This design comes from an exercise in tuning for a short achievable clock period and few clock cycles on the open sky130 flow, not from production work. Function was not checked in any run shown here: the RTL went through the layout flow alone. Power figures rest on the tool's default switching activity, not on a simulated workload.

--- design/flow/config.mk ---
export PLATFORM = sky130hd
export DESIGN_NAME = lc3b_pipeline
export DESIGN_NICKNAME = lc3b_pipeline
export VERILOG_FILES = /design/flow/design.v
export SDC_FILE = /design/flow/constraint.sdc
export NUM_CORES = 4
export LEC_CHECK = 0
export ABC_CLOCK_PERIOD_IN_PS = 2000
export CAP_MARGIN = 20
export CORE_MARGIN = 2
export CORE_UTILIZATION = 40
export SETUP_SLACK_MARGIN = 2.5
export SLEW_MARGIN = 20
export SYNTH_HIERARCHICAL = 1
export SYNTH_MINIMUM_KEEP_SIZE = 0
--- design/flow/constraint.sdc ---
create_clock -name core_clock -period 4.5 [get_ports {clk}]
set_input_delay 0.9000 -clock core_clock [delete_from_list [all_inputs] [get_ports {clk}]]
set_output_delay 0.9000 -clock core_clock [all_outputs]
set_load 0.01 [all_outputs]
--- design/flow/design.v ---
package lc3b_pkg;
    typedef logic [15:0] lc3b_word;
    typedef logic [2:0] lc3b_reg;
    typedef logic [1:0] lc3b_mem_wmask;
    typedef logic [2:0] lc3b_nzp;
    typedef enum logic [3:0] {
        op_br  = 4'b0000,
        op_add = 4'b0001,
        op_ldb = 4'b0010,
        op_stb = 4'b0011,
        op_and = 4'b0101,
        op_ldr = 4'b0110,
        op_str = 4'b0111,
        op_not = 4'b1001
    } lc3b_opcode;
    typedef enum logic [1:0] {
        alu_add,
        alu_and,
        alu_not,
        alu_pass
    } lc3b_aluop;
endpackage
module lc3b_carry16
(
    input  logic [15:0] a,
    input  logic [15:0] b,
    input  logic       ci,
    output logic [16:0] cy
);
    logic [15:0] g [5];
    logic [15:0] p [5];
    assign g[0] = (a & b) | {15'd0, (a[0] | b[0]) & ci};
    assign p[0] = a | b;
    for (genvar l = 1; l < 5; l++)
    begin : level
        for (genvar i = 0; i < 16; i++)
        begin : bit_
            if (i >= (1 << (l - 1)))
            begin : merge
                assign g[l][i] = g[l-1][i] | (p[l-1][i] & g[l-1][i - (1 << (l - 1))]);
                assign p[l][i] = p[l-1][i] & p[l-1][i - (1 << (l - 1))];
            end
            else
            begin : pass
                assign g[l][i] = g[l-1][i];
                assign p[l][i] = p[l-1][i];
            end
        end
    end
    assign cy = {g[4], ci};
endmodule
module lc3b_pipeline
#(
    parameter logic [15:0] RESET_PC = 16'h0000
)
(
    input  logic        clk,
    input  logic        rst,
    output logic        imem_read,
    output logic [15:0] imem_address,
    input  logic        imem_resp,
    input  logic [15:0] imem_rdata,
    output logic        dmem_read,
    output logic        dmem_write,
    output logic [15:0] dmem_address,
    output logic [15:0] dmem_wdata,
    output logic [1:0]  dmem_byte_enable,
    input  logic        dmem_resp,
    input  logic [15:0] dmem_rdata
);
    function automatic logic [15:0] carries(input logic [15:0] a, input logic [15:0] b);
        logic [15:0] g, p;
        g = a & b;
        p = a | b;
        for (int d = 1; d < 16; d = d * 2)
        begin
            for (int i = 15; i >= d; i--)
            begin
                g[i] = g[i] | (p[i] & g[i-d]);
                p[i] = p[i] & p[i-d];
            end
        end
        carries = {g[14:0], 1'b0};
    endfunction
    function automatic logic [9:0] carries_ci9(input logic [8:0] a, input logic [8:0] b);
        logic [8:0] g, p;
        g = a & b;
        p = a | b;
        g[0] = g[0] | p[0];
        for (int d = 1; d < 9; d = d * 2)
        begin
            for (int i = 8; i >= d; i--)
            begin
                g[i] = g[i] | (p[i] & g[i-d]);
                p[i] = p[i] & p[i-d];
            end
        end
        carries_ci9 = {g, 1'b1};
    endfunction
    function automatic logic [5:0] inc6(input logic [5:0] x);
        logic c;
        c = 1'b1;
        for (int i = 0; i < 6; i++)
        begin
            inc6[i] = x[i] ^ c;
            c = c & x[i];
        end
    endfunction
    function automatic logic [5:0] dec6(input logic [5:0] x);
        logic b;
        b = 1'b1;
        for (int i = 0; i < 6; i++)
        begin
            dec6[i] = x[i] ^ b;
            b = b & ~x[i];
        end
    endfunction
    function automatic logic sum_zero(input logic [15:0] a, input logic [15:0] b);
        logic [15:0] t, c;
        t = a ^ b;
        c = {a[14:0] | b[14:0], 1'b0};
        sum_zero = ~|(t ^ c);
    endfunction
    function automatic logic [2:0] flags(input logic [15:0] v);
        flags = v[15] ? 3'b100 : (v == 16'h0000) ? 3'b010 : 3'b001;
    endfunction
    logic [15:0] pc_f;
    logic [15:2] pc_hi;
    logic        pc_1, pc1_en;
    logic        ird;
    logic        d_v;
    logic [15:0] d_ir;
    logic [15:0] d_pc, d_pcn;
    logic [15:0] d_tgt;
    logic [8:0]  d_tlo;
    logic        d_c9, d_xr, d_cross;
    logic [5:0]  hi_inc, hi_dec;
    logic [15:0] d_imm;
    logic        d_add, d_and, d_not, d_ld, d_st, d_byte, d_br, d_wen, d_use1, d_use2, d_pred;
    logic        e_v;
    logic        e_add, e_and, e_not;
    logic [15:0] e_a, e_b, e_sd;
    logic        e_fsd;
    logic        e_wen, e_load, e_store, e_byte, e_br, e_pred;
    logic [2:0]  e_dest;
    logic [2:0]  e_nzp;
    logic [15:0] e_alt, e_pc;
    logic        m_wen, m_load, m_store, m_byte, m_z, m_p, m_rd, m_wr;
    logic        e_brt, e_brn, e_tk;
    logic        tk_old, tk_alu, tk_d;
    logic [2:0]  m_dest;
    logic [15:0] m_res;
    logic [15:0] m_addr, m_addr_sh;
    logic [15:0] m_wdata, m_wdata_sh, wd_e;
    logic [1:0]  m_be, m_be_sh, be_e;
    logic [7:0][15:0] rf;
    logic [2:0]  cc;
    logic        stall_m;
    logic [15:0] ld_data;
    logic [15:0] m_val;
    assign dmem_read        = m_rd;
    assign dmem_write       = m_wr;
    assign dmem_address     = m_addr;
    assign dmem_wdata       = m_wdata;
    assign dmem_byte_enable = m_be;
    assign stall_m = (m_load | m_store) & ~dmem_resp;
    assign ld_data = !m_byte ? dmem_rdata :
                     m_addr_sh[0] ? {8'h00, dmem_rdata[15:8]} : {8'h00, dmem_rdata[7:0]};
    assign m_val   = m_load ? ld_data : m_res;
    logic [15:0] op_a, op_b, cy, t, oth, x0, x1, alu, sd;
    logic        z_e;
    logic        e_redirect;
    assign op_a = e_a;
    assign op_b = e_b;
    logic [16:0] cy17;
    lc3b_carry16 u_cy (.a(op_a), .b(op_b), .ci(1'b0), .cy(cy17));
    assign cy   = cy17[15:0];
    assign t    = op_a ^ op_b;
    assign oth  = e_and ? (op_a & op_b) : ~op_a;
    assign x0   = e_add ? t : oth;
    assign x1   = e_add ? ~t : oth;
    assign alu  = (cy & x1) | (~cy & x0);
    assign z_e  = (e_add & sum_zero(op_a, op_b)) | (e_and & ~|(op_a & op_b)) | (e_not & (&op_a));
    assign sd   = e_fsd ? ld_data : e_sd;
    assign e_redirect = e_tk ? e_brn : e_brt;
    logic [2:0]  s1, s2, s3, dd;
    logic [15:0] r1, r3, ra1, ra2, ra3, b_d;
    logic        d_redirect;
    logic        wl1, wl2, wl3, fa_d, fb_d, fsd_d;
    logic [15:0] a_d, b_dn;
    logic        lu_stall, d_go, d_free, d_lu, lu_f;
    assign s1 = d_ir[8:6];
    assign s2 = d_ir[2:0];
    assign s3 = d_ir[11:9];
    assign dd = d_ir[11:9];
    assign wl1 = m_load & (m_dest == s1);
    assign wl2 = m_load & (m_dest == s2);
    assign wl3 = m_load & (m_dest == s3);
    assign ra1 = (m_wen && m_dest == s1) ? m_res : rf[s1];
    assign ra2 = (m_wen && m_dest == s2) ? m_res : rf[s2];
    assign ra3 = (m_wen && m_dest == s3) ? m_res : rf[s3];
    assign r1  = wl1 ? ld_data : ra1;
    assign r3  = wl3 ? ld_data : ra3;
    assign b_d = (d_use2 & wl2) ? ld_data : d_use2 ? ra2 : d_imm;
    assign hi_inc = inc6(d_pc[15:10]);
    assign hi_dec = dec6(d_pc[15:10]);
    assign d_tgt  = {~d_xr ? d_pc[15:10] : d_c9 ? hi_inc : hi_dec, d_tlo, d_pc[0]};
    assign tk_old = ~m_wen ? |(d_ir[11:9] & cc) :
                    m_load ? |(d_ir[11:9] & flags(ld_data)) : |(d_ir[11:9] & {m_res[15], m_z, m_p});
    assign tk_alu = alu[15] ? d_ir[11] : z_e ? d_ir[10] : d_ir[9];
    assign tk_d   = e_wen ? tk_alu : tk_old;
    assign d_redirect = d_v & d_cross & ~e_redirect;
    assign fa_d   = e_wen & (e_dest == s1);
    assign fb_d   = d_use2 & e_wen & (e_dest == s2);
    assign fsd_d  = e_wen & (e_dest == s3);
    assign a_d    = fa_d ? alu : r1;
    assign b_dn   = fb_d ? alu : b_d;
    assign lu_stall = d_lu;
    assign d_go     = d_v & ~lu_stall;
    assign d_free   = ~d_v | d_go;
    logic [3:0]  f_op;
    logic [15:0] pcn_f, f_next;
    logic [8:0]  t_f;
    logic [9:0]  cy_f;
    logic        cross_f;
    logic [8:0]  lo0_f, lo1_f;
    logic [15:0] pcq0, pcq1, pc_n;
    logic [15:0] pc_alt, pc_replay;
    logic        pred_f, f_take0, f_take;
    assign pc_f         = {pc_hi, pc_1, RESET_PC[0]};
    assign imem_read    = ird;
    assign imem_address = pc_f;
    assign f_op         = imem_rdata[15:12];
    assign pcn_f        = pc_f + 16'd2;
    assign cy_f         = carries_ci9(pc_f[9:1], imem_rdata[8:0]);
    assign t_f          = pc_f[9:1] ^ imem_rdata[8:0];
    assign cross_f      = cy_f[9] ^ imem_rdata[8];
    assign lo0_f        = pred_f ? t_f : pcn_f[9:1];
    assign lo1_f        = pred_f ? ~t_f : pcn_f[9:1];
    assign f_next       = {pred_f ? pc_f[15:10] : pcn_f[15:10],
                           (cy_f[8:0] & lo1_f) | (~cy_f[8:0] & lo0_f), pc_f[0]};
    assign pcq0 = stall_m ? pc_replay : e_redirect ? e_alt :
                  f_take0 ? {f_next[15:10], lo0_f, f_next[0]} : pc_alt;
    assign pcq1 = stall_m ? pc_replay : e_redirect ? e_alt :
                  f_take0 ? {f_next[15:10], lo1_f, f_next[0]} : pc_alt;
    assign pc_n = {pcq0[15:10], (cy_f[8:1] & pcq1[9:2]) | (~cy_f[8:1] & pcq0[9:2]), pcq1[1], pcq0[0]};
    assign pc_alt       = d_redirect ? d_tgt : pc_f;
    assign pc_replay    = e_v ? e_pc : d_v ? d_pc : pc_f;
    assign pred_f       = (f_op == 4'b0000) & (imem_rdata[11:9] != 3'b000) &
                          (imem_rdata[8] | (imem_rdata[11:9] == 3'b111));
    assign f_take0      = imem_resp & d_free & ~d_redirect;
    assign f_take       = f_take0 & ~e_redirect;
    always_ff @(posedge clk)
    begin
        if (rst)
        begin
            pc_hi <= RESET_PC[15:2];
            d_v   <= 1'b0;
        end
        else
        begin
            pc_hi <= pc_n[15:2];
            if (stall_m)
                d_v <= 1'b0;
            else if (d_free | e_redirect)
                d_v <= f_take;
        end
    end
    assign pc1_en = stall_m ? (e_v | d_v) : (e_redirect | f_take0 | d_redirect);
    always_ff @(posedge clk)
    begin
        if (rst)
            pc_1 <= RESET_PC[1];
        else if (pc1_en)
            pc_1 <= stall_m ? (e_v ? e_pc[1] : d_pc[1]) : e_redirect ? e_alt[1] :
                    f_take0 ? f_next[1] : d_tgt[1];
    end
    always_ff @(posedge clk)
    begin
        ird <= ~rst;
    end
    assign lu_f = d_ld & ~stall_m & d_go & ~e_redirect &
                  ((((f_op == 4'b0001) | (f_op == 4'b0101) | (f_op == 4'b1001) | (f_op == 4'b0110) |
                     (f_op == 4'b0010) | (f_op == 4'b0111) | (f_op == 4'b0011)) & (imem_rdata[8:6] == dd)) |
                   (((f_op == 4'b0001) | (f_op == 4'b0101)) & ~imem_rdata[5] & (imem_rdata[2:0] == dd)) |
                   (f_op == 4'b0000));
    always_ff @(posedge clk)
    begin
        if (rst)
            d_lu <= 1'b0;
        else
            d_lu <= d_free & lu_f;
    end
    always_ff @(posedge clk)
    begin
        if (d_free)
        begin
            d_ir   <= imem_rdata;
            d_pc   <= pc_f;
            d_pcn  <= pcn_f;
            d_tlo  <= t_f ^ cy_f[8:0];
            d_c9   <= cy_f[9];
            d_xr   <= cross_f;
            d_cross <= pred_f & cross_f;
            d_pred <= pred_f;
            d_add  <= (f_op == 4'b0001) | (f_op == 4'b0110) | (f_op == 4'b0010) |
                      (f_op == 4'b0111) | (f_op == 4'b0011);
            d_and  <= (f_op == 4'b0101);
            d_not  <= (f_op == 4'b1001);
            d_ld   <= (f_op == 4'b0110) | (f_op == 4'b0010);
            d_st   <= (f_op == 4'b0111) | (f_op == 4'b0011);
            d_byte <= (f_op == 4'b0010) | (f_op == 4'b0011);
            d_br   <= (f_op == 4'b0000);
            d_wen  <= (f_op == 4'b0001) | (f_op == 4'b0101) | (f_op == 4'b1001) |
                      (f_op == 4'b0110) | (f_op == 4'b0010);
            d_use1 <= (f_op == 4'b0001) | (f_op == 4'b0101) | (f_op == 4'b1001) |
                      (f_op == 4'b0110) | (f_op == 4'b0010) | (f_op == 4'b0111) | (f_op == 4'b0011);
            d_use2 <= ((f_op == 4'b0001) | (f_op == 4'b0101)) & ~imem_rdata[5];
            if ((f_op == 4'b0001) | (f_op == 4'b0101))
                d_imm <= {{11{imem_rdata[4]}}, imem_rdata[4:0]};
            else if ((f_op == 4'b0110) | (f_op == 4'b0111))
                d_imm <= {{9{imem_rdata[5]}}, imem_rdata[5:0], 1'b0};
            else
                d_imm <= {{10{imem_rdata[5]}}, imem_rdata[5:0]};
        end
    end
    logic        e_new;
    assign e_new = ~stall_m & d_go & ~e_redirect;
    always_ff @(posedge clk)
    begin
        if (rst)
        begin
            e_v     <= 1'b0;
            e_wen   <= 1'b0;
            e_load  <= 1'b0;
            e_store <= 1'b0;
            e_br    <= 1'b0;
            e_brt   <= 1'b0;
            e_brn   <= 1'b0;
        end
        else
        begin
            e_v     <= e_new;
            e_wen   <= e_new & d_wen;
            e_load  <= e_new & d_ld;
            e_store <= e_new & d_st;
            e_br    <= e_new & d_br;
            e_brt   <= e_new & d_br & d_pred;
            e_brn   <= e_new & d_br & ~d_pred;
        end
    end
    always_ff @(posedge clk)
    begin
        e_add  <= d_add;
        e_and  <= d_and;
        e_not  <= d_not;
        e_a    <= a_d;
        e_b    <= b_dn;
        e_sd   <= fsd_d ? alu : r3;
        e_fsd  <= fsd_d & e_load;
        e_byte <= d_byte;
        e_dest <= dd;
        e_nzp  <= d_ir[11:9];
        e_pred <= d_pred;
        e_tk   <= tk_d;
        e_alt  <= d_pred ? d_pcn : d_tgt;
        e_pc   <= d_pc;
    end
    always_ff @(posedge clk)
    begin
        if (rst)
        begin
            m_wen   <= 1'b0;
            m_load  <= 1'b0;
            m_store <= 1'b0;
        end
        else if (!stall_m)
        begin
            m_wen   <= e_wen;
            m_load  <= e_load;
            m_store <= e_store;
        end
    end
    always_ff @(posedge clk)
    begin
        if (!stall_m)
        begin
            m_byte  <= e_byte;
            m_dest  <= e_dest;
            m_wdata_sh <= wd_e;
            m_be_sh    <= be_e;
        end
        if (!stall_m & (e_load | e_store))
            m_addr_sh <= alu;
    end
    assign wd_e = e_byte ? {sd[7:0], sd[7:0]} : sd;
    assign be_e = e_byte ? ((op_a[0] ^ op_b[0]) ? 2'b10 : 2'b01) : 2'b11;
    always_ff @(posedge clk)
    begin
        m_wdata <= ~stall_m ? wd_e : m_wdata_sh;
        m_be    <= ~stall_m ? be_e : m_be_sh;
        m_addr  <= (~stall_m & (e_load | e_store)) ? alu : m_addr_sh;
    end
    always_ff @(posedge clk)
    begin
        if (rst)
        begin
            m_rd <= 1'b0;
            m_wr <= 1'b0;
        end
        else
        begin
            m_rd <= stall_m ? m_load : e_load;
            m_wr <= stall_m ? m_store : e_store;
        end
    end
    always_ff @(posedge clk)
    begin
        m_res <= alu;
        m_z   <= z_e;
        m_p   <= ~alu[15] & ~z_e;
    end
    always_ff @(posedge clk)
    begin
        if (rst)
        begin
            for (int i = 0; i < 8; i++)
                rf[i] <= 16'h0000;
            cc <= 3'b000;
        end
        else if (m_wen)
        begin
            rf[m_dest] <= m_val;
            cc         <= m_load ? flags(ld_data) : {m_res[15], m_z, m_p};
        end
    end
endmodule
--- design/flow/flow/run.sh ---
#!/bin/bash
# Standard layout with these changes: ports buffered with buf_4 instead of the
# smallest buffer; the resizer free to change a cell's footprint; adders left
# to ABC as plain logic instead of full/half-adder cells; and a few slow
# gates (majority, and the 3x2 AND-OR-invert that comes in one size) kept out of the
# combinational logic, on top of the platform's own don't-use list.
set -euo pipefail
PLATFORM_DONT_USE="sky130_fd_sc_hd__probe_p_8 sky130_fd_sc_hd__probec_p_8 sky130_fd_sc_hd__lpflow_bleeder_1 sky130_fd_sc_hd__lpflow_clkbufkapwr_1 sky130_fd_sc_hd__lpflow_clkbufkapwr_16 sky130_fd_sc_hd__lpflow_clkbufkapwr_2 sky130_fd_sc_hd__lpflow_clkbufkapwr_4 sky130_fd_sc_hd__lpflow_clkbufkapwr_8 sky130_fd_sc_hd__lpflow_clkinvkapwr_1 sky130_fd_sc_hd__lpflow_clkinvkapwr_16 sky130_fd_sc_hd__lpflow_clkinvkapwr_2 sky130_fd_sc_hd__lpflow_clkinvkapwr_4 sky130_fd_sc_hd__lpflow_clkinvkapwr_8 sky130_fd_sc_hd__lpflow_decapkapwr_12 sky130_fd_sc_hd__lpflow_decapkapwr_3 sky130_fd_sc_hd__lpflow_decapkapwr_4 sky130_fd_sc_hd__lpflow_decapkapwr_6 sky130_fd_sc_hd__lpflow_decapkapwr_8 sky130_fd_sc_hd__lpflow_inputiso0n_1 sky130_fd_sc_hd__lpflow_inputiso0p_1 sky130_fd_sc_hd__lpflow_inputiso1n_1 sky130_fd_sc_hd__lpflow_inputiso1p_1 sky130_fd_sc_hd__lpflow_inputisolatch_1 sky130_fd_sc_hd__lpflow_isobufsrc_1 sky130_fd_sc_hd__lpflow_isobufsrc_16 sky130_fd_sc_hd__lpflow_isobufsrc_2 sky130_fd_sc_hd__lpflow_isobufsrc_4 sky130_fd_sc_hd__lpflow_isobufsrc_8 sky130_fd_sc_hd__lpflow_isobufsrckapwr_16 sky130_fd_sc_hd__lpflow_lsbuf_lh_hl_isowell_tap_1 sky130_fd_sc_hd__lpflow_lsbuf_lh_hl_isowell_tap_2 sky130_fd_sc_hd__lpflow_lsbuf_lh_hl_isowell_tap_4 sky130_fd_sc_hd__lpflow_lsbuf_lh_isowell_4 sky130_fd_sc_hd__lpflow_lsbuf_lh_isowell_tap_1 sky130_fd_sc_hd__lpflow_lsbuf_lh_isowell_tap_2 sky130_fd_sc_hd__lpflow_lsbuf_lh_isowell_tap_4"
SLOW="sky130_fd_sc_hd__maj3_1 sky130_fd_sc_hd__maj3_2 sky130_fd_sc_hd__maj3_4 sky130_fd_sc_hd__a222oi_1"
bash standard.sh "BUFFER_PORTS_ARGS=-buffer_cell sky130_fd_sc_hd__buf_4" MATCH_CELL_FOOTPRINT=0 ADDER_MAP_FILE= \
    "DONT_USE_CELLS=$PLATFORM_DONT_USE $SLOW" finish > make_finish.log 2>&1
--- design/flow/standard.sh ---
#!/bin/bash
# synth_recipe.tcl (not shown) runs the flow's synth.tcl, then flattens the netlist and writes it again
# the make line also repeats each setting of config.mk as NAME=value (left out here)
make -C /OpenROAD-flow-scripts/flow DESIGN_CONFIG=/design/flow/config.mk WORK_HOME=/design/flow/orfs CLKGATE_MAP_FILE= SYNTH_SCRIPT=/design/flow/synth_recipe.tcl "${@:-finish}"
==> results of run 1 <==
final cells by class:
| type | instances | area [um2] |
|---|---|---|
| diodes | 1 | 2.50 |
| clock buffers | 66 | 1260 |
| clock inverters | 8 | 52.6 |
| fillers | 4288 | 23700 |
| inverters | 34 | 151 |
| multi-input cells | 1569 | 12100 |
| flip-flops and latches | 385 | 8890 |
| well taps | 672 | 841 |
| repair buffers | 294 | 2930 |
| repair inverters | 1 | 8.76 |
timing repair:
action	CTS	global route
gates cloned	11	14
setup endpoints to repair	301	238
gates resized for setup	256	217
buffers inserted	85	70
hold buffers	0	0
pin swaps	60	95
sequential cells by signal, indices dropped and copies added, names as in the netlist, 3 cells and up:
| signal | flops |
|---|---|
| m_dest | 3 |
| e_dest | 3 |
| d_pcn | 15 |
| m_addr | 16 |
| m_res | 16 |
| d_pc | 15 |
| d_tlo | 9 |
| e_alt | 15 |
| rf | 128 |
| e_a | 16 |
| cc | 3 |
| m_addr_sh | 16 |
| pc_hi | 14 |
| e_b | 16 |
| e_sd | 16 |
| d_ir | 9 |
| e_pc | 15 |
| m_wdata_sh | 16 |
| d_imm | 7 |
where the power goes:
group / switching (uW) / total [uW] / internal, uW
clock network: 1440 / 3360 / 1930
logic: 587 / 1030 / 445
registers: 117 / 3780 / 3670
per-layer routing:
| metal | GRT usage [%] | wire, um | vias up |
|---|---|---|---|
| li1 | - | - | 8093 |
| met2 | 38.6 | 32400 | 880 |
| met4 | 10.5 | 2970 | 0 |
| met5 | 0 | 0 | - |
| met1 | 33.3 | 28300 | 8630 |
| met3 | 4.17 | 5810 | 173 |
path summary, 6_finish.rpt:
path / to / slack, ns / cells after the start
hold / removal: e_not / 0.34 / 0
setup reg to reg: m_addr_sh[13] / 2.02 / 11
setup / recovery: m_addr_sh[13] / 2.02 / 11
hold reg to reg: e_not / 0.34 / 0
metrics by stage:
stage | hold WS [ns] | instance area, um2 | power, uW | setup slack [ns] | util (%)
finish | 0.340 | 26300 | 8180 | 2.02 | 52.6
global route | 0.347 | 26300 | 8420 | 1.88 | 52.6
CTS | 0.343 | 24600 | 8030 | 2.03 | 49.2
detailed placement | 0.329 | 21500 | 4570 | 1.55 | 43.0
global placement | 0.330 | 21500 | 4560 | 1.57 | 43.0
floorplan | 0.323 | 20500 | 4330 | 1.83 | -
==> key figures, run 1 <==
Setup path
  – Top cell by count, worst path: o31ai_2
  – Crit path largest cell delay: 0.42 ns
  – Critical path cell sequence: nand2_2, a311o_2, a311oi_4, o31ai_2, nand3_2, a21oi_2, o31ai_2, xnor2_1, nand2_1, o21ai_2, inv_1
  – Crit path kind: flip-flop to flip-flop
  – Arrival time of the worst setup path: 2.77 ns
  – CP required: 4.79 ns
  – Nature of the critical path startpoint: flip-flop
  – Worst Setup End Kind: flip-flop
  – Top delay family on crit path: compound AO/OA/AOI/OAI gates
  – Setup crit start: e_b[1]
  – Worst r2r src: e_b[1]
  – Slowest CP cell: a311o_2
  – CP bufs+invs: 1
  – Worst Path Max Fanout: 4

Synthesis
  – Netlist Area Pre-Place: 20200 um2
  – Synthesized area per cell: 9.40 um2
  – Cells after Synth: 2145
  – Yosys warnings: 10

Place
  – Buffers on Ports: 87
  – Inst Count DP: 2775
  – Post-DP HPWL: 41700 um
  – GP Congestion: 0.941

Job
  – Max-Cap Viols: 0

Final layout
  – Commonest non-fill, non-tap cell in the layout: nand2_1
  – Nets@finish: 2363
  – Synth-to-Final Area Change: 30.3%
  – Non-Filler Instances: 3030
  – Layout cell share with drive strength beyond 1: 32.8%
  – Most frequent cells in the layout: 336 x nand2_1, 237 x dfxtp_1, 203 x buf_4

Clock tree
  – Skew-Pair Late Insertion Delay: 0.56 ns
  – TritonCTS Sinks: 385
  – TritonCTS Buffers: 42
  – Worst-path clk slew: 0.06 ns
  – Clk root buf: clkbuf_16
  – CTS H-tree depth: 2
  – Deepest clock path buffer count: 3
  – CTS tree: built

Detailed routing
  – Vias: 17.8k
  – ANT nets after route: 0
  – Drt pass-1 iters: 6
  – Routed wire length: 69500 um
  – Number of DRC markers in iteration 0: 2084
  – # DRC: 0
  – Drt via density: 5.87
  – Wire length per cell: 22.9 um

Power and ir drop
  – Lkg Pwr: 0.00966 uW
  – Pwr dens: 311 nW/um2
  – Peak supply drop: 262 uV

Global route
  – Vias in the first global route: 16.5k
  – Initial antenna violation count: 0
  – First-pass GRT wire length: 99900 um
  – Gr ovfl total: 0
  – Gr usage total: 24.5%
  – Pin count of the biggest net entering global routing: 89

STA
  – Fin crit period: 2.48 ns
  – RSZ-0062 raised after global routing: yes
  – Max Clock Skew: 0.0310 ns
  – Final TNS setup: 0 ns
  – Final Cycle Share: 55.1%
  – Rel. slew slack: 34.0%
  – Worst Tran Pin Value: 0.990 ns
  – Fmax: 0.403 GHz
  – Fin. Hold Viols: 0
  – Slew Viols, Final: 0
  – Endpoints failing setup: 0

Worst hold path
  – HP Class: flip-flop to flip-flop
  – Min-delay src: d_not

Die
  – Initial Util: 40.4%
  – Core Footprint: 50000 um2
  – Die Y: 229 um
  – FP Rows: 82
  – I/O pin cnt: 89
  – Die area: 52200 um2
  – Die Width: 229 um

Status
  – Run status: finished clean
==> inputs of run 2 (changes only) <==
--- a/design/flow/design.v
+++ b/design/flow/design.v
@@ -126,6 +126,4 @@
     endfunction
     logic [15:0] pc_f;
-    logic [15:2] pc_hi;
-    logic        pc_1, pc1_en;
     logic        ird;
     logic        d_v;
@@ -225,8 +223,6 @@
     logic        cross_f;
     logic [8:0]  lo0_f, lo1_f;
-    logic [15:0] pcq0, pcq1, pc_n;
     logic [15:0] pc_alt, pc_replay;
     logic        pred_f, f_take0, f_take;
-    assign pc_f         = {pc_hi, pc_1, RESET_PC[0]};
     assign imem_read    = ird;
     assign imem_address = pc_f;
@@ -240,9 +236,4 @@
     assign f_next       = {pred_f ? pc_f[15:10] : pcn_f[15:10],
                            (cy_f[8:0] & lo1_f) | (~cy_f[8:0] & lo0_f), pc_f[0]};
-    assign pcq0 = stall_m ? pc_replay : e_redirect ? e_alt :
-                  f_take0 ? {f_next[15:10], lo0_f, f_next[0]} : pc_alt;
-    assign pcq1 = stall_m ? pc_replay : e_redirect ? e_alt :
-                  f_take0 ? {f_next[15:10], lo1_f, f_next[0]} : pc_alt;
-    assign pc_n = {pcq0[15:10], (cy_f[8:1] & pcq1[9:2]) | (~cy_f[8:1] & pcq0[9:2]), pcq1[1], pcq0[0]};
     assign pc_alt       = d_redirect ? d_tgt : pc_f;
     assign pc_replay    = e_v ? e_pc : d_v ? d_pc : pc_f;
@@ -255,10 +246,10 @@
         if (rst)
         begin
-            pc_hi <= RESET_PC[15:2];
-            d_v   <= 1'b0;
+            pc_f <= RESET_PC;
+            d_v  <= 1'b0;
         end
         else
         begin
-            pc_hi <= pc_n[15:2];
+            pc_f <= stall_m ? pc_replay : e_redirect ? e_alt : f_take0 ? f_next : pc_alt;
             if (stall_m)
                 d_v <= 1'b0;
@@ -267,13 +258,4 @@
         end
     end
-    assign pc1_en = stall_m ? (e_v | d_v) : (e_redirect | f_take0 | d_redirect);
-    always_ff @(posedge clk)
-    begin
-        if (rst)
-            pc_1 <= RESET_PC[1];
-        else if (pc1_en)
-            pc_1 <= stall_m ? (e_v ? e_pc[1] : d_pc[1]) : e_redirect ? e_alt[1] :
-                    f_take0 ? f_next[1] : d_tgt[1];
-    end
     always_ff @(posedge clk)
     begin
==> key figures, run 2 <==
Status
  – Run status: finished clean (unchanged)

Detailed routing
  – Drt pass-1 iters: 7 (was 6)
  – Wire length per cell: 22.7 um (was 22.9 um)
  – ANT nets after route: 0 (unchanged)
  – Vias: 17.4k (was 17.8k)
  – # DRC: 0 (unchanged)
  – Drt via density: 5.80 (was 5.87)
  – Routed wire length: 68200 um (was 69500 um)
  – Number of DRC markers in iteration 0: 1806 (was 2084)

STA
  – Endpoints failing setup: 0 (unchanged)
  – RSZ-0062 raised after global routing: yes (unchanged)
  – Hold_ws: 0.341 ns (was 0.340 ns)
  – Fmax: 0.393 GHz (was 0.403 GHz)
  – Max Clock Skew: 0.0255 ns (was 0.0310 ns)
  – Rel. slew slack: 35.7% (was 34.0%)
  – Fin. Hold Viols: 0 (unchanged)
  – Slew Viols, Final: 0 (unchanged)
  – Worst Tran Pin Value: 0.965 ns (was 0.990 ns)
  – Final Cycle Share: 56.6% (was 55.1%)
  – Fin crit period: 2.54 ns (was 2.48 ns)
  – Final TNS setup: 0 ns (unchanged)

Power and ir drop
  – Total power: 8790 uW (was 8180 uW)
  – Peak supply drop: 256 uV (was 262 uV)
  – Clock Power Share: 41.9% (was 41.1%)
  – Lkg Pwr: 0.00982 uW (was 0.00966 uW)
  – Switching Power: 2270 uW (was 2140 uW)
  – Sequential Power Share: 44.4% (was 46.3%)
  – Internal Pwr Total: 6520 uW (was 6040 uW)
  – Pwr dens: 333 nW/um2 (was 311 nW/um2)
  – Combinational power share: 13.7% (was 12.6%)
  – Switching Share: 25.8% (was 26.2%)

Job
  – Max-Cap Viols: 0 (unchanged)

Clock tree
  – Deepest clock path buffer count: 3 (unchanged)
  – Skew-Pair Late Insertion Delay: 0.57 ns (was 0.56 ns)
  – TritonCTS Buffers: 43 (was 42)
  – CTS H-tree depth: 2 (unchanged)
  – TritonCTS Sinks: 389 (was 385)
  – Worst-path clk slew: 0.06 ns (about the same)
  – CTS tree: built (unchanged)
  – Clk root buf: clkbuf_16 (unchanged)

Setup path
  – Nature of the critical path startpoint: flip-flop (unchanged)
  – CP required: 4.93 ns (was 4.79 ns)
  – Critical path cell sequence: nand2_2, a311o_2, a31oi_4, a22oi_2, a21oi_2, o21ai_1, a21oi_1, xnor2_1, nand2_1, o21ai_4, inv_2, a211oi_2, o22ai_1 (was nand2_2, a311o_2, a311oi_4, o31ai_2, nand3_2, a21oi_2, o31ai_2, xnor2_1, nand2_1, o21ai_2, inv_1)
  – CP bufs+invs: 1 (unchanged)
  – Arrival time of the worst setup path: 2.97 ns (was 2.77 ns)
  – Slowest CP cell: a311o_2 (unchanged)
  – Worst Setup End Kind: flip-flop (unchanged)
  – Top delay family on crit path: compound AO/OA/AOI/OAI gates (unchanged)
  – Worst Path Max Fanout: 4 (unchanged)
  – Crit path largest cell delay: 0.42 ns (about the same)
  – Crit path kind: flip-flop to flip-flop (unchanged)

Die
  – Die Width: 229 um (about the same)
  – Die area: 52500 um2 (was 52200 um2)
  – Die Y: 229 um (about the same)
  – I/O pin cnt: 89 (unchanged)
  – FP Rows: 82 (unchanged)
  – Initial Util: 40.5% (was 40.4%)
  – Core Footprint: 50100 um2 (was 50000 um2)

Final layout
  – Final core utilization: 52.6% (about the same)
  – Synth-to-Final Area Change: 29.9% (was 30.3%)
  – Max reg flops: 128 (unchanged)
  – Fill count: 4380 (was 4288)
  – Seq. cell area: 8970 um2 (was 8890 um2)
  – Commonest non-fill, non-tap cell in the layout: nand2_1 (unchanged)
  – Area of the multi-input gates: 11800 um2 (was 12100 um2)
  – ANT cells: 0 (was 1)
  – Non-Filler Instances: 3004 (was 3030)
  – Most frequent cells in the layout: 290 x nand2_1, 242 x dfxtp_1, 205 x buf_4 (was 336 x nand2_1, 237 x dfxtp_1, 203 x buf_4)
  – Nets@finish: 2334 (was 2363)
  – Top reg by flops: rf (unchanged)
  – Layout cell share with drive strength beyond 1: 32.5% (was 32.8%)

Synthesis
  – Netlist Area Pre-Place: 20300 um2 (was 20200 um2)
  – Yosys warnings: 10 (unchanged)
  – Synthesized area per cell: 9.66 um2 (was 9.40 um2)
  – Cells after Synth: 2101 (was 2145)

Global route
  – Initial antenna violation count: 0 (unchanged)
  – Gr ovfl total: 0 (unchanged)
  – First-pass GRT wire length: 102000 um (was 99900 um)
  – Gr usage total: 25.0% (was 24.5%)
  – Pin count of the biggest net entering global routing: 134 (was 89)
  – Vias in the first global route: 16.6k (was 16.5k)

Place
  – Inst Count DP: 2740 (was 2775)
  – GP Congestion: 0.898 (was 0.941)
  – Post-DP HPWL: 41300 um (was 41700 um)
  – Buffers on Ports: 88 (was 87)

Worst hold path
  – HP Class: flip-flop to flip-flop (unchanged)
-- run 2: metal layers --
metal,track usage (%),routed length [um]
met1,33.8,28600
met2,40.0,31700
met3,3.97,4970
met4,10.1,2820
met5,0,0
-- run 2: worst paths after layout --
check,from,to,slack (ns),depth (start not counted)
max,e_a[1],e_tk,1.96,13
min,d_add,e_add,0.34,0
max reg2reg,e_a[1],e_tk,1.96,13
min reg2reg,d_add,e_add,0.34,0
-- run 2: through the flow --
stage	worst slack (ns)	cell area (um2)
CTS	2.00	25300
finish	1.96	26400
floorplan	1.89	20500
detailed placement	1.45	21600
global placement	1.46	21600
global route	1.83	26400
-- run 2: what timing repair did --
item,in CTS,in global routing
setup buffers,118,45
hold buffers,0,0
gates cloned,19,3
resized for setup,276,155
pin swaps,64,78
endpoints found under the hold margin,0,0
endpoints found under the setup margin,299,191
-- run 2: final cells by class --
class	instances	share of cell area, %
multi-input cells	1505	44.9
repair buffers	310	11.6
clock buffers	65	4.90
flip-flops and latches	389	34.0
clock inverters	14	0.650
inverters	49	0.760
well taps	672	3.19
-- run 2: power groups by stage --
stage	registers (uW)	logic, uW	clock network [uW]
after floorplan	3920	591	0
after global placement	3980	793	0
after detailed placement	3990	801	0
after CTS	3890	1060	3720
after global routing	3920	1270	3850
final	3900	1200	3680
==> inputs of run 3 (changes only) <==
--- a/design/flow/design.v
+++ b/design/flow/design.v
@@ -21,15 +21,28 @@
     } lc3b_aluop;
 endpackage
-module lc3b_carry16
+module lc3b_alu
 (
-    input  logic [15:0] a,
-    input  logic [15:0] b,
-    input  logic       ci,
-    output logic [16:0] cy
+    input  logic [15:0] op_a,      
+    input  logic [15:0] op_b,
+    input  logic        e_add,
+    input  logic        e_and,
+    input  logic        e_not,
+    input  logic        fa_d,      
+    input  logic        fb_d,
+    input  logic [15:0] r1,        
+    input  logic [15:0] b_d,
+    input  logic [2:0]  nzp,       
+    output logic [15:0] alu,
+    output logic [15:0] a_d,
+    output logic [15:0] b_dn,
+    output logic        z_e,
+    output logic        p_e,
+    output logic        tk_alu
 );
     logic [15:0] g [5];
     logic [15:0] p [5];
-    assign g[0] = (a & b) | {15'd0, (a[0] | b[0]) & ci};
-    assign p[0] = a | b;
+    logic [15:0] cy, t, oth, x0, x1, tz, cz;
+    assign g[0] = op_a & op_b;
+    assign p[0] = op_a | op_b;
     for (genvar l = 1; l < 5; l++)
     begin : level
@@ -48,5 +61,17 @@
         end
     end
-    assign cy = {g[4], ci};
+    assign cy   = {g[4][14:0], 1'b0};
+    assign t    = op_a ^ op_b;
+    assign oth  = e_and ? (op_a & op_b) : ~op_a;
+    assign x0   = e_add ? t : oth;
+    assign x1   = e_add ? ~t : oth;
+    assign alu  = (cy & x1) | (~cy & x0);
+    assign tz   = op_a ^ op_b;
+    assign cz   = {op_a[14:0] | op_b[14:0], 1'b0};
+    assign z_e  = (e_add & ~|(tz ^ cz)) | (e_and & ~|(op_a & op_b)) | (e_not & (&op_a));
+    assign p_e  = ~alu[15] & ~z_e;
+    assign a_d    = fa_d ? alu : r1;
+    assign b_dn   = fb_d ? alu : b_d;
+    assign tk_alu = alu[15] ? nzp[2] : z_e ? nzp[1] : nzp[0];
 endmodule
 module lc3b_pipeline
@@ -166,18 +191,9 @@
                      m_addr_sh[0] ? {8'h00, dmem_rdata[15:8]} : {8'h00, dmem_rdata[7:0]};
     assign m_val   = m_load ? ld_data : m_res;
-    logic [15:0] op_a, op_b, cy, t, oth, x0, x1, alu, sd;
+    logic [15:0] op_a, op_b, alu, sd;
     logic        z_e;
     logic        e_redirect;
     assign op_a = e_a;
     assign op_b = e_b;
-    logic [16:0] cy17;
-    lc3b_carry16 u_cy (.a(op_a), .b(op_b), .ci(1'b0), .cy(cy17));
-    assign cy   = cy17[15:0];
-    assign t    = op_a ^ op_b;
-    assign oth  = e_and ? (op_a & op_b) : ~op_a;
-    assign x0   = e_add ? t : oth;
-    assign x1   = e_add ? ~t : oth;
-    assign alu  = (cy & x1) | (~cy & x0);
-    assign z_e  = (e_add & sum_zero(op_a, op_b)) | (e_and & ~|(op_a & op_b)) | (e_not & (&op_a));
     assign sd   = e_fsd ? ld_data : e_sd;
     assign e_redirect = e_tk ? e_brn : e_brt;
@@ -206,5 +222,4 @@
     assign tk_old = ~m_wen ? |(d_ir[11:9] & cc) :
                     m_load ? |(d_ir[11:9] & flags(ld_data)) : |(d_ir[11:9] & {m_res[15], m_z, m_p});
-    assign tk_alu = alu[15] ? d_ir[11] : z_e ? d_ir[10] : d_ir[9];
     assign tk_d   = e_wen ? tk_alu : tk_old;
     assign d_redirect = d_v & d_cross & ~e_redirect;
@@ -212,9 +227,13 @@
     assign fb_d   = d_use2 & e_wen & (e_dest == s2);
     assign fsd_d  = e_wen & (e_dest == s3);
-    assign a_d    = fa_d ? alu : r1;
-    assign b_dn   = fb_d ? alu : b_d;
     assign lu_stall = d_lu;
     assign d_go     = d_v & ~lu_stall;
     assign d_free   = ~d_v | d_go;
+    logic        p_e;
+    lc3b_alu u_alu
+    (
+        .op_a, .op_b, .e_add, .e_and, .e_not, .fa_d, .fb_d, .r1, .b_d,
+        .nzp(d_ir[11:9]), .alu, .a_d, .b_dn, .z_e, .p_e, .tk_alu
+    );
     logic [3:0]  f_op;
     logic [15:0] pcn_f, f_next;
@@ -401,5 +420,5 @@
         m_res <= alu;
         m_z   <= z_e;
-        m_p   <= ~alu[15] & ~z_e;
+        m_p   <= p_e;
     end
     always_ff @(posedge clk)
==> key figures, run 3 <==
Die
  – Initial Util: 40.2% (was 40.5%)
  – Die Width: 231 um (was 229 um)
  – I/O pin cnt: 89 (unchanged)
  – Core Footprint: 51100 um2 (was 50100 um2)
  – FP Rows: 83 (was 82)
  – Die area: 53200 um2 (was 52500 um2)
  – Die Y: 231 um (was 229 um)

STA
  – Fmax: 0.386 GHz (was 0.393 GHz)
  – Max Clock Skew: 0.0225 ns (was 0.0255 ns)
  – Final Cycle Share: 57.6% (was 56.6%)
  – Final TNS setup: 0 ns (unchanged)
  – Endpoints failing setup: 0 (unchanged)
  – RSZ-0062 raised after global routing: yes (unchanged)
  – Hold_ws: 0.341 ns (about the same)
  – Fin crit period: 2.59 ns (was 2.54 ns)
  – Slew Viols, Final: 0 (unchanged)
  – Rel. slew slack: 27.5% (was 35.7%)
  – Fin. Hold Viols: 0 (unchanged)
  – Worst Tran Pin Value: 1.09 ns (was 0.965 ns)

Setup path
  – Worst Path Max Fanout: 3 (was 4)
  – Arrival time of the worst setup path: 3.03 ns (was 2.97 ns)
  – Worst Setup End Kind: flip-flop (unchanged)
  – Crit path kind: flip-flop to flip-flop (unchanged)
  – Nature of the critical path startpoint: flip-flop (unchanged)
  – CP required: 4.94 ns (was 4.93 ns)

Clock tree
  – Clk root buf: clkbuf_16 (unchanged)
  – Deepest clock path buffer count: 3 (unchanged)
  – CTS tree: built (unchanged)
  – CTS H-tree depth: 2 (unchanged)
  – Worst-path clk slew: 0.06 ns (about the same)
  – Skew-Pair Late Insertion Delay: 0.59 ns (was 0.57 ns)
  – TritonCTS Sinks: 389 (unchanged)
  – TritonCTS Buffers: 44 (was 43)

Synthesis
  – Yosys warnings: 10 (unchanged)
  – Synth area leader: dfxtp_1
  – Unique cell type count in the Yosys netlist: 85
  – Area contributors post-synth: dfxtp_1 27%, edfxtp_1 16%, mux4_2 11%, mux2i_1 4.7%, nand2_1 4.6%
  – Dominant synthesized flop cell: dfxtp_1
  – Cells after Synth: 2103 (was 2101)
  – EDFF count, synth: 107
  – Synth top area share: 27.5%
  – Netlist Area Pre-Place: 20500 um2 (was 20300 um2)
  – Most common cell in the netlist: dfxtp_1
  – Top post-synthesis cells by count: 282 x dfxtp_1, 250 x nand2_1, 216 x nor2_1
  – Synthesized area per cell: 9.77 um2 (was 9.66 um2)
  – Seq cells post-synth: 389
  – Post-synthesis sequential area ratio: 43.1%
  – Async SR Flop Fraction: 0%

Detailed routing
  – # DRC: 0 (unchanged)
  – ANT nets after route: 0 (unchanged)
  – Drt via density: 6.02 (was 5.80)
  – Wire length per cell: 23.5 um (was 22.7 um)
  – Routed wire length: 70000 um (was 68200 um)
  – Number of DRC markers in iteration 0: 1832 (was 1806)
  – Drt pass-1 iters: 6 (was 7)
  – Vias: 17.9k (was 17.4k)

Global route
  – First-pass GRT wire length: 105000 um (was 102000 um)
  – GR Layer Usage met1: 33.8% (about the same)
  – Gr ovfl total: 0 (unchanged)
  – Initial antenna violation count: 1 (was 0)
  – Pin count of the biggest net entering global routing: 141 (was 134)
  – GR Util met2: 41.0% (was 40.0%)
  – Gr usage total: 25.7% (was 25.0%)
  – Vias in the first global route: 17.4k (was 16.6k)
  – Met3 usage: 4.83% (was 3.97%)
  – Most Used Layer, Global Route: met2 (unchanged)

Final layout
  – Final core utilization: 51.7% (was 52.6%)
  – ANT cells: 0 (unchanged)
  – Synth-to-Final Area Change: 28.5% (was 29.9%)
  – Fill count: 4558 (was 4380)
  – Commonest non-fill, non-tap cell in the layout: nand2_1 (unchanged)
  – Max reg flops: 128 (unchanged)
  – Layout cell share with drive strength beyond 1: 33.4% (was 32.5%)
  – Top reg by flops: rf (unchanged)
  – Most frequent cells in the layout: 243 x nand2_1, 235 x dfxtp_1, 195 x nor2_1, 195 x buf_4, 153 x a21oi_1 (was 290 x nand2_1, 242 x dfxtp_1, 205 x buf_4)
  – Nets@finish: 2293 (was 2334)

Worst hold path
  – HP Class: flip-flop to flip-flop (unchanged)

Place
  – Post-DP HPWL: 42100 um (was 41300 um)
  – GP Congestion: 0.932 (was 0.898)
  – Buffers on Ports: 88 (unchanged)

Job
  – Max-Cap Viols: 0 (unchanged)

Power and ir drop
  – Lkg Pwr: 0.00957 uW (was 0.00982 uW)
  – Peak supply drop: 269 uV (was 256 uV)
  – Pwr dens: 335 nW/um2 (was 333 nW/um2)

Status
  – Run status: finished clean (unchanged)
==> run 3: logic make-up (layout without fill, tap and decap cells) <==
group | after synthesis | in the layout | synth area share, %
multiplexers | 255 | 255 | 18.6
XOR/XNOR | 91 | 91 | 3.91
AO/OA/AOI/OAI | 502 | 502 | 15.4
AND/OR/NAND/NOR | 654 | 659 | 14.2
flip-flops | 389 | 389 | 43.1
buffers and inverters | 212 | 397 | 4.68
==> run 3: final cells by class <==
class                           count  area (um2)  area share (%)
Inverter                           35         160           0.607
Tap cell                          680         851            3.22
Multi-Input combinational cell   1507       12200            46.3
Timing Repair inverter              2        22.5          0.0853
Clock buffer                       61        1200            4.56
Clock inverter                     21         318            1.20
Timing Repair Buffer              278        2630            9.95
Sequential cell                   389        9000            34.1
==> run 3: timing repair <==
item / in CTS / in global routing
resized for setup: 276 / 109
buffers inserted: 110 / 36
endpoints found under the setup margin: 270 / 191
hold buffers: 0 / 0
gates cloned: 14 / 1
pin swaps: 27 / 41
==> run 3: routing by layer <==
layer	vias up	share of wire [%]	wire length, um
li1	8005	-	-
met1	8778	41	28700
met2	900	46	32000
met3	207	8.1	5640
met4	0	5.2	3670
met5	-	0	0
==> run 3: path summary, 6_finish.rpt <==
check	depth (start not counted)	slack (ns)	from	endpoint
worst max-delay path	10	1.91	e_a[3]	e_tk
worst min-delay path	0	0.34	d_not	e_not
worst max register to register	10	1.91	e_a[3]	e_tk
worst min register to register	0	0.34	d_not	e_not
==> run 3: report_power, final <==
group	internal (uW)	switching, uW
combinational	493	623
clock	2290	1550
sequential	3750	143
total	6540	2310
==> run 3: through the flow <==
stage / power [uW] / instances / area [um2] / setup slack [ns]
floorplan: 4520 / 2103 / 21100 / 2.08
global placement: 4790 / 2728 / 21900 / 1.54
detailed placement: 4800 / 2729 / 21900 / 1.46
CTS: 8810 / 2935 / 25600 / 1.92
global route: 9130 / 2973 / 26400 / 1.86
finish: 8850 / 2973 / 26400 / 1.91
==> run 3: worst max-delay path, stage by stage (launching register included) <==
cell and delay (ns):
dfxtp_4 0.38, xor2_4 0.19, xnor2_2 0.16, a2111o_1 0.39, or4_4 0.46, o21ai_4 0.18
mux2_4 0.33, nor2_4 0.12, a221oi_2 0.07, nand2_1 0.07, o311ai_1 0.10
==> run 3: modules after synthesis, one instance, submodules excluded <==
| module | area, um2 | copies in the design | flops+latches | cells inside |
|---|---|---|---|---|
| lc3b_pipeline | 18400 | 1 | 389 | 1756 |
| lc3b_alu | 2130 | 1 | 0 | 347 |
==> inputs of run 4 (changes only) <==
--- a/design/flow/design.v
+++ b/design/flow/design.v
@@ -21,4 +21,32 @@
     } lc3b_aluop;
 endpackage
+module lc3b_carry9
+(
+    input  logic [8:0] a,
+    input  logic [8:0] b,
+    output logic [9:0] cy
+);
+    logic [8:0] g [5];
+    logic [8:0] p [5];
+    assign g[0] = (a & b) | {8'd0, a[0] | b[0]};
+    assign p[0] = a | b;
+    for (genvar l = 1; l < 5; l++)
+    begin : level
+        for (genvar i = 0; i < 9; i++)
+        begin : bit_
+            if (i >= (1 << (l - 1)))
+            begin : merge
+                assign g[l][i] = g[l-1][i] | (p[l-1][i] & g[l-1][i - (1 << (l - 1))]);
+                assign p[l][i] = p[l-1][i] & p[l-1][i - (1 << (l - 1))];
+            end
+            else
+            begin : pass
+                assign g[l][i] = g[l-1][i];
+                assign p[l][i] = p[l-1][i];
+            end
+        end
+    end
+    assign cy = {g[4], 1'b1};
+endmodule
 module lc3b_alu
 (
@@ -248,5 +276,5 @@
     assign f_op         = imem_rdata[15:12];
     assign pcn_f        = pc_f + 16'd2;
-    assign cy_f         = carries_ci9(pc_f[9:1], imem_rdata[8:0]);
+    lc3b_carry9 u_cy_f (.a(pc_f[9:1]), .b(imem_rdata[8:0]), .cy(cy_f));
     assign t_f          = pc_f[9:1] ^ imem_rdata[8:0];
     assign cross_f      = cy_f[9] ^ imem_rdata[8];
==> key figures, run 4 <==
STA
  – Max Clock Skew: 0.0286 ns (was 0.0225 ns)
  – Hold_ws: 0.342 ns (was 0.341 ns)
  – Fin crit period: 2.61 ns (was 2.59 ns)
  – Endpoints failing setup: 0 (unchanged)
  – Final TNS setup: 0 ns (unchanged)
  – Fmax: 0.384 GHz (was 0.386 GHz)
  – RSZ-0062 raised after global routing: yes (unchanged)
  – Worst Tran Pin Value: 1.01 ns (was 1.09 ns)
  – Rel. slew slack: 32.5% (was 27.5%)
  – Final Cycle Share: 57.9% (was 57.6%)
  – Final worst-path setup slack: 1.89 ns (was 1.91 ns)
  – Fin. Hold Viols: 0 (unchanged)
  – Slew Viols, Final: 0 (unchanged)

Synthesis
  – Multiplexer area fraction after synthesis: 18.7% (was 18.6%)
  – Combinational family with the most area after synthesis: multiplexers (unchanged)
  – EDFF count, synth: 107 (unchanged)
  – Synth area leader: dfxtp_1 (unchanged)
  – Unique cell type count in the Yosys netlist: 95 (was 85)
  – Netlist Area Pre-Place: 20600 um2 (was 20500 um2)
  – Synth Area in Compound Gates: 16.4% (was 15.4%)
  – Yosys warnings: 13 (was 10)
  – Cells after Synth: 2083 (was 2103)
  – Dominant synthesized flop cell: dfxtp_1 (unchanged)
  – Seq cells post-synth: 389 (unchanged)
  – Async SR Flop Fraction: 0% (unchanged)
  – Simple-Gate Fraction of Synth Area: 13.2% (was 14.2%)
  – Post-synthesis sequential area ratio: 43.0% (was 43.1%)
  – Most common cell in the netlist: dfxtp_1 (unchanged)
  – Top post-synthesis cells by count: 282 x dfxtp_1, 259 x nand2_1, 178 x nor2_1 (was 282 x dfxtp_1, 250 x nand2_1, 216 x nor2_1)
  – Synthesized area per cell: 9.90 um2 (was 9.77 um2)
  – Area contributors post-synth: dfxtp_1 27%, edfxtp_1 16%, mux4_2 10%, mux2i_1 4.9%, nand2_1 4.7% (was dfxtp_1 27%, edfxtp_1 16%, mux4_2 11%, mux2i_1 4.7%, nand2_1 4.6%)
  – Post-synthesis xor/xnor area fraction: 4.07% (was 3.92%)
  – Adder-cell share of the synthesized area: 0% (unchanged)
  – Synth top area share: 27.4% (was 27.5%)

Final layout
  – Post-route cell area: 27100 um2 (was 26400 um2)
  – Commonest non-fill, non-tap cell in the layout: nand2_1 (unchanged)
  – Layout cell share with drive strength beyond 1: 35.4% (was 33.4%)
  – Top reg by flops: rf (unchanged)
  – Most frequent cells in the layout: 247 x nand2_1, 233 x dfxtp_1, 192 x buf_4 (was 243 x nand2_1, 235 x dfxtp_1, 195 x nor2_1, 195 x buf_4, 153 x a21oi_1)
  – Nets@finish: 2306 (was 2293)
  – Synth-to-Final Area Change: 31.2% (was 28.5%)
  – Max reg flops: 128 (unchanged)

Setup path
  – Worst Path Max Fanout: 5 (was 3)
  – Crit path kind: flip-flop to flip-flop (unchanged)
  – Worst Setup End Kind: flip-flop (unchanged)
  – Arrival time of the worst setup path: 3.04 ns (was 3.03 ns)
  – CP required: 4.94 ns (about the same)
  – Nature of the critical path startpoint: flip-flop (unchanged)

Clock tree
  – CTS H-tree depth: 2 (unchanged)
  – TritonCTS Sinks: 389 (unchanged)
  – Worst-path clk slew: 0.06 ns (about the same)
  – Deepest clock path buffer count: 3 (unchanged)
  – Skew-Pair Late Insertion Delay: 0.59 ns (about the same)
  – TritonCTS Buffers: 44 (unchanged)
  – Post-cts hold buffer count: 0 (unchanged)
  – CTS tree: built (unchanged)
  – Clk root buf: clkbuf_16 (unchanged)

Detailed routing
  – Vias: 18.1k (was 17.9k)
  – ANT nets after route: 0 (unchanged)
  – Drt pass-1 iters: 5 (was 6)
  – Wire length per cell: 23.9 um (was 23.5 um)
  – Number of DRC markers in iteration 0: 2115 (was 1832)
  – # DRC: 0 (unchanged)
  – Drt via density: 6.06 (was 6.02)
  – Routed wire length: 71400 um (was 70000 um)

Status
  – Run status: finished clean (unchanged)

Power and ir drop
  – Pwr dens: 328 nW/um2 (was 335 nW/um2)
  – Lkg Pwr: 0.00977 uW (was 0.00957 uW)
  – Peak supply drop: 301 uV (was 269 uV)

Global route
  – GR Layer Usage met1: 34.0% (was 33.8%)
  – Gr ovfl total: 0 (unchanged)
  – Met3 usage: 5.27% (was 4.83%)
  – GR Util met2: 40.4% (was 41.0%)
  – Pin count of the biggest net entering global routing: 133 (was 141)
  – Initial antenna violation count: 0 (was 1)
  – Gr usage total: 25.7% (about the same)
  – First-pass GRT wire length: 105000 um (about the same)
  – Vias in the first global route: 17.3k (was 17.4k)
  – Most Used Layer, Global Route: met2 (unchanged)

Die
  – I/O pin cnt: 89 (unchanged)
  – Core Footprint: 51100 um2 (unchanged)
  – Initial Util: 40.4% (was 40.2%)
  – FP Rows: 83 (unchanged)
  – Die Width: 231 um (about the same)
  – Die Y: 231 um (about the same)
  – Die area: 53400 um2 (was 53200 um2)

Place
  – Cell area after placement: 21800 um2 (was 21900 um2)
  – Buffers on Ports: 88 (unchanged)
  – Post-DP HPWL: 40000 um (was 42100 um)
  – Pre-CTS WS: 1.35 ns (was 1.46 ns)
  – GP Congestion: 0.977 (was 0.932)

Worst hold path
  – HP Class: flip-flop to flip-flop (unchanged)

Job
  – Max-Cap Viols: 0 (unchanged)
run 4: cell count changes in the layout (fill, tap and decap cells not counted), moves of 9 or more:
cell | before | now
nor2_1 | 195 | 165
buf_6 | 57 | 74
o21ai_0 | 64 | 77
mux2_4 | 12 | 24
a211oi_1 | 87 | 76
a31oi_1 | 10 | 21
buf_12 | 14 | 25
mux2_2 | 49 | 38
clkbuf_16 | 50 | 59
o211ai_1 | 28 | 37
o21ai_2 | 5 | 14
run 4: through the flow:
step	total power [uW]	cells	utilization (%)
3_5_place_dp	4830	2708	42.6
4_1_cts	8760	2923	50.3
5_1_grt	9140	2985	52.9
3_3_place_gp	4810	2708	42.6
2_1_floorplan	4560	2083	-
6_report	8870	2986	52.9
run 4: layout make-up:
type	count	area, um2
Antenna cell	1	2.50
Clock buffer	66	1300
Clock inverter	15	190
Fill cell	4416	24000
Inverter	30	133
Multi-Input combinational cell	1500	12500
Sequential cell	389	9000
Tap cell	680	851
Timing Repair Buffer	304	3100
Timing Repair inverter	1	8.76
run 4: per-layer routing:
layer,routed length (um),up-vias
met5,0,-
met4,3760,0
met3,6380,261
met2,32600,972
met1,28700,8830
li1,-,8043
run 4: final timing paths:
path,startpoint,end,slack (ns),cells past startpoint
max,e_a[9],e_tk,1.89,11
min,d_and,e_and,0.34,0
max reg2reg,e_a[9],e_tk,1.89,11
min reg2reg,d_and,e_and,0.34,0
run 4: Yosys stat by module, one instance, submodules excluded:
module,cells inside,times used
lc3b_carry9,43,1
lc3b_alu,347,1
lc3b_pipeline,1693,1
run 4: critical path: stages, from the launching register on:
cell,delay (ns)
dfxtp_4,0.39
buf_4,0.16
o31ai_1,0.06
and2_0,0.15
o32a_1,0.33
or4_4,0.44
o21ai_4,0.21
mux2_4,0.33
nor2_4,0.11
a221oi_2,0.06
a21oi_1,0.13
o21ai_1,0.11
run 4: repair_timing:
item                                    4_1_cts  5_1_grt
resized for setup                           308      175
buffers inserted                            116       56
endpoints found under the setup margin      268      239
pin swaps                                    65       79
cloned                                       18        6
run 4: cell families (layout without fill, tap and decap cells):
family	Yosys count	count (layout)
xor+xnor	95	95
buf+inv	201	416
flops	389	389
mux	258	259
simple gates	609	614
compound gates	530	531
other cells	1	2
run 4: power breakdown:
group / switching [uW] / internal, uW / leakage (uW) / total [uW]
clock network: 1510 / 2220 / 0.000725 / 3740
registers: 152 / 3770 / 0.00351 / 3920
logic: 663 / 556 / 0.00553 / 1220
total: 2330 / 6550 / 0.00977 / 8870
==> inputs of run 5 (changes only) <==
--- a/design/flow/design.v
+++ b/design/flow/design.v
@@ -21,32 +21,4 @@
     } lc3b_aluop;
 endpackage
-module lc3b_carry9
-(
-    input  logic [8:0] a,
-    input  logic [8:0] b,
-    output logic [9:0] cy
-);
-    logic [8:0] g [5];
-    logic [8:0] p [5];
-    assign g[0] = (a & b) | {8'd0, a[0] | b[0]};
-    assign p[0] = a | b;
-    for (genvar l = 1; l < 5; l++)
-    begin : level
-        for (genvar i = 0; i < 9; i++)
-        begin : bit_
-            if (i >= (1 << (l - 1)))
-            begin : merge
-                assign g[l][i] = g[l-1][i] | (p[l-1][i] & g[l-1][i - (1 << (l - 1))]);
-                assign p[l][i] = p[l-1][i] & p[l-1][i - (1 << (l - 1))];
-            end
-            else
-            begin : pass
-                assign g[l][i] = g[l-1][i];
-                assign p[l][i] = p[l-1][i];
-            end
-        end
-    end
-    assign cy = {g[4], 1'b1};
-endmodule
 module lc3b_alu
 (
@@ -276,5 +248,5 @@
     assign f_op         = imem_rdata[15:12];
     assign pcn_f        = pc_f + 16'd2;
-    lc3b_carry9 u_cy_f (.a(pc_f[9:1]), .b(imem_rdata[8:0]), .cy(cy_f));
+    assign cy_f         = carries_ci9(pc_f[9:1], imem_rdata[8:0]);
     assign t_f          = pc_f[9:1] ^ imem_rdata[8:0];
     assign cross_f      = cy_f[9] ^ imem_rdata[8];
==> design/flow/flow/run.sh (replaced) <==
#!/bin/bash
# Standard layout with these changes: ports buffered with buf_4 instead of the
# smallest buffer; the resizer free to change a cell's footprint; adders left
# to ABC as plain logic instead of full/half-adder cells; and a few slow
# gates (majority, the 3x2 AND-OR-invert that comes in one size, and the
# 4-high OR and AND-OR stacks) kept out of the
# combinational logic, on top of the platform's own don't-use list.
set -euo pipefail
PLATFORM_DONT_USE="sky130_fd_sc_hd__probe_p_8 sky130_fd_sc_hd__probec_p_8 sky130_fd_sc_hd__lpflow_bleeder_1 sky130_fd_sc_hd__lpflow_clkbufkapwr_1 sky130_fd_sc_hd__lpflow_clkbufkapwr_16 sky130_fd_sc_hd__lpflow_clkbufkapwr_2 sky130_fd_sc_hd__lpflow_clkbufkapwr_4 sky130_fd_sc_hd__lpflow_clkbufkapwr_8 sky130_fd_sc_hd__lpflow_clkinvkapwr_1 sky130_fd_sc_hd__lpflow_clkinvkapwr_16 sky130_fd_sc_hd__lpflow_clkinvkapwr_2 sky130_fd_sc_hd__lpflow_clkinvkapwr_4 sky130_fd_sc_hd__lpflow_clkinvkapwr_8 sky130_fd_sc_hd__lpflow_decapkapwr_12 sky130_fd_sc_hd__lpflow_decapkapwr_3 sky130_fd_sc_hd__lpflow_decapkapwr_4 sky130_fd_sc_hd__lpflow_decapkapwr_6 sky130_fd_sc_hd__lpflow_decapkapwr_8 sky130_fd_sc_hd__lpflow_inputiso0n_1 sky130_fd_sc_hd__lpflow_inputiso0p_1 sky130_fd_sc_hd__lpflow_inputiso1n_1 sky130_fd_sc_hd__lpflow_inputiso1p_1 sky130_fd_sc_hd__lpflow_inputisolatch_1 sky130_fd_sc_hd__lpflow_isobufsrc_1 sky130_fd_sc_hd__lpflow_isobufsrc_16 sky130_fd_sc_hd__lpflow_isobufsrc_2 sky130_fd_sc_hd__lpflow_isobufsrc_4 sky130_fd_sc_hd__lpflow_isobufsrc_8 sky130_fd_sc_hd__lpflow_isobufsrckapwr_16 sky130_fd_sc_hd__lpflow_lsbuf_lh_hl_isowell_tap_1 sky130_fd_sc_hd__lpflow_lsbuf_lh_hl_isowell_tap_2 sky130_fd_sc_hd__lpflow_lsbuf_lh_hl_isowell_tap_4 sky130_fd_sc_hd__lpflow_lsbuf_lh_isowell_4 sky130_fd_sc_hd__lpflow_lsbuf_lh_isowell_tap_1 sky130_fd_sc_hd__lpflow_lsbuf_lh_isowell_tap_2 sky130_fd_sc_hd__lpflow_lsbuf_lh_isowell_tap_4"
SLOW="sky130_fd_sc_hd__a2111o_1 sky130_fd_sc_hd__a2111o_2 sky130_fd_sc_hd__a2111o_4 sky130_fd_sc_hd__a2111oi_0 sky130_fd_sc_hd__a2111oi_1 sky130_fd_sc_hd__a2111oi_2 sky130_fd_sc_hd__a2111oi_4 sky130_fd_sc_hd__a222oi_1 sky130_fd_sc_hd__maj3_1 sky130_fd_sc_hd__maj3_2 sky130_fd_sc_hd__maj3_4 sky130_fd_sc_hd__nor4_1 sky130_fd_sc_hd__nor4_2 sky130_fd_sc_hd__nor4_4 sky130_fd_sc_hd__nor4b_1 sky130_fd_sc_hd__nor4b_2 sky130_fd_sc_hd__nor4b_4 sky130_fd_sc_hd__nor4bb_1 sky130_fd_sc_hd__nor4bb_2 sky130_fd_sc_hd__nor4bb_4 sky130_fd_sc_hd__o2111a_1 sky130_fd_sc_hd__o2111a_2 sky130_fd_sc_hd__o2111a_4 sky130_fd_sc_hd__o2111ai_1 sky130_fd_sc_hd__o2111ai_2 sky130_fd_sc_hd__o2111ai_4 sky130_fd_sc_hd__or4_1 sky130_fd_sc_hd__or4_2 sky130_fd_sc_hd__or4_4 sky130_fd_sc_hd__or4b_1 sky130_fd_sc_hd__or4b_2 sky130_fd_sc_hd__or4b_4 sky130_fd_sc_hd__or4bb_1 sky130_fd_sc_hd__or4bb_2 sky130_fd_sc_hd__or4bb_4 "
bash standard.sh "BUFFER_PORTS_ARGS=-buffer_cell sky130_fd_sc_hd__buf_4" MATCH_CELL_FOOTPRINT=0 ADDER_MAP_FILE= \
    "DONT_USE_CELLS=$PLATFORM_DONT_USE $SLOW" finish > make_finish.log 2>&1
==> key figures, run 5 <==
Synthesis
  – Unique cell type count in the Yosys netlist: 79 (was 95)
  – Synth area leader: dfxtp_1 (unchanged)
  – EDFF count, synth: 107 (unchanged)
  – Dominant synthesized flop cell: dfxtp_1 (unchanged)

Detailed routing
  – Number of DRC markers in iteration 0: 1764 (was 2115)
  – Drt via density: 5.93 (was 6.06)
  – # DRC: 0 (unchanged)
  – Wire length per cell: 22.9 um (was 23.9 um)
  – Routed wire length: 68600 um (was 71400 um)

Place
  – GP Congestion: 0.926 (was 0.977)

Final layout
  – Area of the multi-input gates: 12200 um2 (was 12500 um2)
  – Top reg by flops: rf (unchanged)
  – ANT cells: 0 (was 1)
  – Commonest non-fill, non-tap cell in the layout: nand2_1 (unchanged)
  – Most frequent cells in the layout: 240 x nand2_1, 238 x dfxtp_1, 199 x nor2_1 (was 247 x nand2_1, 233 x dfxtp_1, 192 x buf_4)
  – Fill count: 4289 (was 4416)

Worst hold path
  – Hold endpoint: e_add (was e_and)
  – HP Class: flip-flop to flip-flop (unchanged)

Clock tree
  – Worst-path clk slew: 0.06 ns (about the same)
  – Post-cts hold buffer count: 0 (unchanged)
  – Clk root buf: clkbuf_16 (unchanged)
  – Deepest clock path buffer count: 3 (unchanged)
  – TritonCTS Buffers: 44 (unchanged)
  – Skew-Pair Late Insertion Delay: 0.59 ns (about the same)
  – CTS H-tree depth: 2 (unchanged)

Setup path
  – Worst r2r src: e_a[2] (was e_a[9])
  – Nature of the critical path startpoint: flip-flop (unchanged)
  – Worst r2r dst: e_a[14] (was e_tk)
  – CP required: 4.97 ns (was 4.94 ns)
  – CP bufs+invs: 3 (was 1)
  – Crit path largest cell delay: 0.41 ns (was 0.44 ns)
  – Slowest CP cell: or3_4 (was or4_4)
  – Worst Path Max Fanout: 6 (was 5)
  – Top cell by count, worst path: buf_6

STA
  – Fin. Hold Viols: 0 (unchanged)
  – RSZ-0062 raised after global routing: yes (unchanged)
  – Fmax: 0.408 GHz (was 0.384 GHz)
  – Worst Tran Pin Value: 1.11 ns (was 1.01 ns)
  – Endpoints failing setup: 0 (unchanged)
  – Final Cycle Share: 54.5% (was 57.9%)

Power and ir drop
  – Total power: 8740 uW (was 8870 uW)
  – Lkg Pwr: 0.00983 uW (was 0.00977 uW)
  – Peak supply drop: 239 uV (was 301 uV)

Global route
  – Gr usage total: 24.2% (was 25.7%)

Die
  – Initial Util: 40.6% (was 40.4%)
  – Die area: 53000 um2 (was 53400 um2)
  – FP Rows: 82 (was 83)

Status
  – Run status: finished clean (unchanged)
## run 5: cell types whose count changed after synthesis, moves of 12 or more
cell / change
o21ai_0: -12
clkbuf_1: +14
a21oi_1: +25
o211ai_1: -15
nor2_1: +42
## run 5: power breakdown
part / switching, uW / internal (uW)
registers: 144 / 3750
logic: 621 / 520
clock network: 1530 / 2180
total: 2290 / 6450
## run 5: cell type report
class	instances	area share [%]
Tap cell	672	3.15
Timing Repair inverter	2	0.0657
Sequential cell	389	33.8
Multi-Input combinational cell	1517	45.6
Inverter	32	0.591
Clock buffer	58	4.63
Clock inverter	24	0.981
Timing Repair Buffer	298	11.2
## run 5: through the flow
stage	setup WS (ns)	hold WS [ns]
after global routing	1.96	0.362
after detailed placement	1.36	0.329
after CTS	2.05	0.347
after global placement	1.42	0.330
after floorplan	2.17	0.323
final	2.05	0.343
## run 5: logic make-up (layout without fill, tap and decap cells)
logic type	count (synthesis)	after routing	synth area share (%)
xor gates and xnor gates	91	91	3.89
buffers and inverters	202	414	4.22
muxes	253	253	18.6
AOI/OAI and AO/OA	516	517	15.9
and+or+nand+nor	654	656	14.2
DFF	389	389	43.3
## run 5: per-module statistics from Yosys (local to each module, per instance)
module         flops+latches  times used
lc3b_pipeline            389           1
lc3b_alu                   0           1
## run 5: routing by layer
layer | GRT usage (%) | wire (um)
met2 | 39.7 | 32800
met4 | 10.7 | 3280
met3 | 3.65 | 5380
met1 | 31.6 | 27100
met5 | 0 | 13
## run 5: what timing repair did
action / CTS / global route
cloned: 9 / 9
resized for setup: 264 / 209
setup buffers: 81 / 79
setup endpoints to repair: 270 / 242
pin swaps: 36 / 68
## run 5: worst max-delay path by stage
stage | start | end | slack (ns) | depth (start not counted)
after floorplan | imem_rdata[0] | d_tlo[6] | 2.17 | 6
after global placement | dmem_resp | pc_f[12] | 1.42 | 7
after detailed placement | dmem_resp | pc_f[11] | 1.36 | 7
after CTS | m_wen | rf[57] | 2.05 | 5
after global routing | e_a[14] | e_tk | 1.96 | 10
final | e_a[2] | e_a[14] | 2.05 | 11
## run 5: worst register-to-register path, delay by kind of cell, from the launching register on
kind	cells	cell delay, ns
xor gates and xnor gates	1	0.16
buffers and inverters	3	0.45
DFF	1	0.37
AOI/OAI and AO/OA	4	0.62
and+or+nand+nor	2	0.48
muxes	1	0.26

Check on run 5: ideal ports give 2.049 ns setup slack; a clkbuf_16 on the clock port and buf_2 on the inputs give 2.049 ns; moving port delays by the midpoint clock arrival (0.643 ns) as well gives 1.754 ns.
